This design comes from an exercise in tuning for small area on the open sky130 flow, not from production work. Function was checked by simulation only, so behaviour that the tests miss may differ from the original. Power is estimated from default activity; no workload was simulated.

$ cat config.mk
export PLATFORM = sky130hd
export DESIGN_NAME = reg_file_sb
export DESIGN_NICKNAME = reg_file_sb
export VERILOG_FILES = /design/flow/design.v
export SDC_FILE = /design/flow/constraint.sdc
export NUM_CORES = 4
export LEC_CHECK = 0
export CAP_MARGIN = 20
export CORE_MARGIN = 2
export CORE_UTILIZATION = 45
export SLEW_MARGIN = 20
$ cat constraint.sdc
create_clock -name core_clock -period 6.0 [get_ports {clkIn}]
set_input_delay 1.2000 -clock core_clock [delete_from_list [all_inputs] [get_ports {clkIn}]]
set_output_delay 1.2000 -clock core_clock [all_outputs]
set_load 0.01 [all_outputs]
$ cat design.v
package reg_file_sb_pkg;
  localparam int   XLEN_DEF     = 32;
  localparam int   NREG_DEF     = 32;
  localparam int   ZERO_REG     = 0;
  localparam logic RESET_ACTIVE = 1'b1;
  typedef enum logic [1:0] {
    CNT_HOLD,
    CNT_INC,
    CNT_DEC
  } cntOpT;
  function automatic int addrWidth(input int n);
    addrWidth = (n <= 2) ? 1 : $clog2(n);
  endfunction
endpackage
module reg_scoreboard
#(
  parameter int NREG = reg_file_sb_pkg::NREG_DEF,
  parameter int NRD  = 2,
  parameter int AW   = reg_file_sb_pkg::addrWidth(reg_file_sb_pkg::NREG_DEF)
)(
  input  logic              clkIn,
  input  logic              resetIn,
  input  logic [NRD*AW-1:0] rsIn,
  input  logic [AW-1:0]     rdIn,
  input  logic              WriteIn,
  input  logic              issueIn,
  input  logic [AW-1:0]     issueRdIn,
  output logic [NRD-1:0]    busyOut,
  output logic              stallOut,
  output logic [AW:0]       pendOut
);
  localparam int             CW        = AW + 1;
  localparam logic [AW-1:0]  ZERO_ADDR = AW'(reg_file_sb_pkg::ZERO_REG);
  logic [NREG-1:0] busy;
  logic [NREG-1:0] busyNext;
  logic [AW:0]     pendCount;
  logic            setValid;
  logic            clearValid;
  logic            incPend;
  logic            decPend;
  reg_file_sb_pkg::cntOpT           cntOp;
  assign setValid   = issueIn && (issueRdIn != ZERO_ADDR);
  assign clearValid = WriteIn && (rdIn != ZERO_ADDR);
  always_comb begin
    busyNext = busy;
    if (clearValid) busyNext[rdIn] = 1'b0;
    if (setValid) busyNext[issueRdIn] = 1'b1;
  end
  assign incPend = setValid && !busy[issueRdIn];
  assign decPend = clearValid && busy[rdIn] && !(setValid && (issueRdIn == rdIn));
  always_comb begin
    cntOp = reg_file_sb_pkg::CNT_HOLD;
    case ({incPend, decPend})
      2'b10:   cntOp = reg_file_sb_pkg::CNT_INC;
      2'b01:   cntOp = reg_file_sb_pkg::CNT_DEC;
      default: cntOp = reg_file_sb_pkg::CNT_HOLD;
    endcase
  end
  always_ff @(posedge clkIn) begin
    if (resetIn == reg_file_sb_pkg::RESET_ACTIVE) begin
      busy      <= '0;
      pendCount <= '0;
    end else begin
      busy <= busyNext;
      case (cntOp)
        reg_file_sb_pkg::CNT_INC: pendCount <= pendCount + CW'(1);
        reg_file_sb_pkg::CNT_DEC: pendCount <= pendCount - CW'(1);
        default: pendCount <= pendCount;
      endcase
    end
  end
  for (genvar p = 0; p < NRD; p++) begin : gBusy
    logic [AW-1:0] rs;
    assign rs         = rsIn[p*AW +: AW];
    assign busyOut[p] = (rs != ZERO_ADDR) && busy[rs] && !(WriteIn && (rdIn == rs));
  end
  assign stallOut = |busyOut;
  assign pendOut  = pendCount;
endmodule
module reg_file_sb
#(
  parameter int XLEN     = reg_file_sb_pkg::XLEN_DEF,
  parameter int NREG     = reg_file_sb_pkg::NREG_DEF,
  parameter int NRD      = 2,
  parameter int PORT_REG = 31,
  parameter int PORT_W   = 16,
  localparam int AW      = reg_file_sb_pkg::addrWidth(NREG)
)(
  input  logic                clkIn,
  input  logic                resetIn,
  input  logic [NRD*AW-1:0]   rsIn,
  output logic [NRD*XLEN-1:0] DataOut,
  input  logic [AW-1:0]       rdIn,
  input  logic [XLEN-1:0]     DataIn,
  input  logic                WriteIn,
  input  logic                issueIn,
  input  logic [AW-1:0]       issueRdIn,
  output logic [NRD-1:0]      busyOut,
  output logic                stallOut,
  output logic [AW:0]         pendOut,
  output logic [PORT_W-1:0]   portOut
);
  localparam logic [AW-1:0] ZERO_ADDR = AW'(reg_file_sb_pkg::ZERO_REG);
  logic [XLEN-1:0]     regs [NREG];
  logic [NRD*XLEN-1:0] readData;
  always_ff @(posedge clkIn) begin
    if (resetIn == reg_file_sb_pkg::RESET_ACTIVE) begin
      for (int i = 0; i < NREG; i++) regs[i] <= '0;
    end else if (WriteIn && (rdIn != ZERO_ADDR)) begin
      regs[rdIn] <= DataIn;
    end
  end
  for (genvar p = 0; p < NRD; p++) begin : gRead
    logic [AW-1:0] rs;
    assign rs = rsIn[p*AW +: AW];
    assign readData[p*XLEN +: XLEN] =
      (rs == ZERO_ADDR)                 ? '0 :
      (WriteIn && (rdIn == rs))         ? DataIn :
                                          regs[rs];
  end
  assign DataOut = readData;
  assign portOut = regs[PORT_REG][PORT_W-1:0];
  reg_scoreboard #(
    .NREG (NREG),
    .NRD  (NRD),
    .AW   (AW)
  ) scoreboard (
    .clkIn     (clkIn),
    .resetIn   (resetIn),
    .rsIn      (rsIn),
    .rdIn      (rdIn),
    .WriteIn   (WriteIn),
    .issueIn   (issueIn),
    .issueRdIn (issueRdIn),
    .busyOut   (busyOut),
    .stallOut  (stallOut),
    .pendOut   (pendOut)
  );
endmodule
$ cat run.sh
#!/bin/bash
# synth_recipe.tcl (not shown) runs the flow's synth.tcl, then flattens the netlist and writes it again
# the make line also repeats each setting of config.mk as NAME=value (left out here)
make -C /OpenROAD-flow-scripts/flow DESIGN_CONFIG=/design/flow/config.mk WORK_HOME=/design/flow/orfs CLKGATE_MAP_FILE= SYNTH_SCRIPT=/design/flow/synth_recipe.tcl finish
==> key figures <==
Outcome
  • Outcome: timing/DRC/antenna clean

Timing
  • # setup viols final: 0
  • Relative slew margins: 24.4%
  • Final period util: 97.3%
  • Clock Skews: 5.58 ps
  • Final setup margin: 162 ps
  • Final min period: 5840 ps
  • Fmax: 0.171 GHz
  • Max-slew violation count: 0
  • Fin Setup TNS: 0 ps
  • Final Hold Fails: 0
  • Slew @ Worst Pin: 1130 ps
  • Hold Slack: 495 ps
  • RSZ-0062 raised after global routing: false

Route
  • Routed via count: 39,449
  • DR top layer: met5
  • DRT antenna net count: 0
  • Via/cell ratio: 6.55
  • Met1 WL: 80,300 um
  • Initial drt markers: 5,860
  • Met2 wire length: 98,000 um
  • Routed wire per std cell: 35.6 um
  • WL met3: 25,200 um
  • Drc violations: 0
  • Final wirelength: 215,000 um
  • Pre-antenna DRT Iters: 6

GRT
  • Number of global-route vias before repair: 39,133
  • Largest net degree at the start of global routing: 72
  • Initial antenna violation count: 21
  • GRT overflow: 0
  • First-pass GRT wire length: 302,000 um
  • Total GRT Usage: 31.8%

Critical path
  • Critical path launch point type: input port
  • Largest stage delay, worst path: 620 ps
  • Top delay family on crit path: buffers and inverters
  • R2R Setup Slk: 2330 ps
  • Crit path max fanout: 21
  • Reg2Reg Depth: 11
  • CP startpoint: rdIn[1]
  • Crit path cell chain: clkdlybuf4s50_1 -> xor2_1 -> nor4_2 -> buf_4 -> nand3_2 -> buf_12 -> o2111ai_1 -> nand3_1 -> clkdlybuf4s50_1
  • CP Data Required Time: 4800 ps
  • Worst setup path end: DataOut[62]
  • Buf+Inv Stages, Crit Path: 4
  • Crit Path Category: input port to output pin
  • Reg2reg end: scoreboard.pendCount[5]
  • R2r startpoint: scoreboard.busy[7]
  • CP dominant cell by count: clkdlybuf4s50_1
  • CP max stage cell: clkdlybuf4s50_1
  • Crit. path cell count: 9
  • CP endpoint kind: output pin
  • WP data arrival: 4640 ps

Synthesis
  • Ys Warns: 2
  • Cell area after synthesis: 0.0591 mm^2
  • Area contributors post-synth: edfxtp_1, mux4_2, and2_1
  • Yosys top cell area share: 52.1%
  • Post-Syn Instances: 4,086
  • Post-synth ARST share: 0%
  • Syn_nets: 4,159
  • Synth unique cells: 56
  • Syn Area/Cell: 14.5 um^2
  • Sequential area share after synthesis: 53.4%
  • Post-synth EDFFs: 1,024
  • Most common cell in the synthesized netlist: and2_1
  • Seq cells post-synth: 1,062
  • Cell taking the most area after synthesis: edfxtp_1
  • Most instantiated cells after synthesis: and2_1, edfxtp_1, mux4_2
  • Main synth FF type: edfxtp_1

Finish
  • Fin cells: 6,027
  • Total Nets Final: 4,253
  • Layout area overhead: 14.2%
  • Final instance area: 0.0674 mm^2
  • Final core utilization: 51.9%
  • Share of cells above drive strength 1: 26.1%

Place
  • Placed Cells: 5,804
  • Port Buffers: 144
  • Pre-CTS setup slack: 59.9 ps
  • RD Place Congestion: 0.909
  • Post-DP Area: 0.0636 mm^2
  • HPWL Detailed: 133,000 um

Floorplanning
  • Initial Utilization: 45.5%
  • Die width: 366 um
  • I/O pins: 145
  • Total die area: 0.134 mm^2
  • Site Rows: 132
  • Die H: 366 um
  • CORE AREA: 0.130 mm^2

Power
  • Maximum vdd drop: 0.246 mV
  • P_leak: 23.5 nW
  • Total power draw: 18.6 mW
  • Power Dens Cells: 277 mW/mm^2

CTS
  • Total CTS buffers: 116
  • Setup bufs post-CTS: 0
  • Clk slew on worst S/H paths: 60 ps
  • CTS tree: done
  • Worst skew pair latency: 740 ps
  • # H-tree levels: 3
  • Clock Path Buffers: 3
  • CTS Sinks: 1,062
  • Resize count post-CTS: 1
  • Cts hold-fix bufs: 0
  • Clock Tree Root: clkbuf_16

Run
  • Max_cap viols: 0

Worst hold path
  • Hold Path Stages: 2
  • Min-delay src: scoreboard.pendCount[2]
  • Hold crit path type: flip-flop to flip-flop
-- worst register-to-register path, stage by stage, from the launching register on --
cell and delay (ps):
dfxtp_1 390, mux4_2 490, mux4_2 490, nor2b_1 150, a211o_1 290, ha_1 290
ha_1 300, a21o_1 170, a21o_1 210, a211o_1 300, o311ai_0 110, mux2_2 370
-- state kept, by name, summed over array words and instances, names as in the netlist --
| name | cells |
|---|---|
| regs | 1024 |
| scoreboard.pendCount | 6 |
| scoreboard.busy | 32 |
-- metal layers --
metal / vias to the layer above / GRT usage, %
met5: - / 0
met4: 8 / 14.5
met3: 557 / 8.46
met2: 2659 / 49.1
met1: 20409 / 42.3
li1: 15816 / -
-- cells by family after synthesis --
logic type / after synthesis / share of synthesized area (%)
buffers and inverters: 479 / 3.66
flip-flops: 1062 / 53.4
multiplexers: 779 / 24.7
adder cells (fa/ha/maj): 17 / 0.373
AO/OA/AOI/OAI: 330 / 3.71
XOR/XNOR: 26 / 0.386
AND/OR/NAND/NOR: 1393 / 13.8
-- layout by cell type (no fill, tap or decap), types with 19 or more instances in the layout --
master / instances
or2_2: 34
o22ai_1: 23
mux4_2: 538
nand2_1: 94
clkbuf_1: 26
nor2_4: 32
a21oi_1: 74
clkinv_2: 29
buf_12: 52
inv_1: 38
mux2_2: 43
clkinv_1: 19
clkdlybuf4s50_1: 133
o21ai_0: 92
buf_4: 222
dfxtp_1: 38
mux2i_1: 198
clkbuf_16: 119
edfxtp_1: 1024
nand3_1: 55
o221ai_1: 21
nor2_1: 48
and2_1: 1036
nor3_1: 40
a221o_1: 32
-- worst min-delay path by stage --
stage	to	slack, ps
after CTS	scoreboard.pendCount[2]	500
final	scoreboard.pendCount[2]	500
after global placement	scoreboard.pendCount[2]	490
after global routing	scoreboard.pendCount[4]	540
after floorplan	scoreboard.busy[0]	480
after detailed placement	scoreboard.pendCount[2]	490
-- area by class of cell --
class	instances	area [um^2]
diodes	5	12.5
flip-flops and latches	1062	31500
clock inverters	71	673
multi-input cells	2545	25700
clock buffers	147	3100
well taps	1742	2180
fillers	10817	62400
inverters	40	153
repair buffers	415	4130
-- report_power, final --
group | total [mW] | internal (mW) | switching, mW
Clock | 7.25 | 4.12 | 3.12
Combinational | 2.68 | 1.16 | 1.52
Sequential | 8.72 | 8.51 | 0.204
Total | 18.6 | 13.8 | 4.85

[port drivers added, routing unchanged]
The results above use ideal ports. As a check the final layout listed here was re-extracted and re-timed, cells and wires unchanged.
Step 1, drivers: a clkbuf_16 drives clkIn and a buf_2 each remaining input, both assumed.
Step 2 adds t to the input delays and takes it off the output delays; t is the mean of the earliest and latest rising clock arrival at the registers after step 1. Input paths then give back, and output paths get back, about the clock's delay inside the block.
a / b / c = ideal / step 1 / step 2; a / b = the first two.
t, ns: 0.814
setup WS [ns]: 0.162 / 0.142 / 0.142
worst setup path at the end: input to output
After both steps setup and hold are still met in this run. For this run, drivers alone change the setup slack by -0.020 ns; drivers and shift together by -0.020 ns.
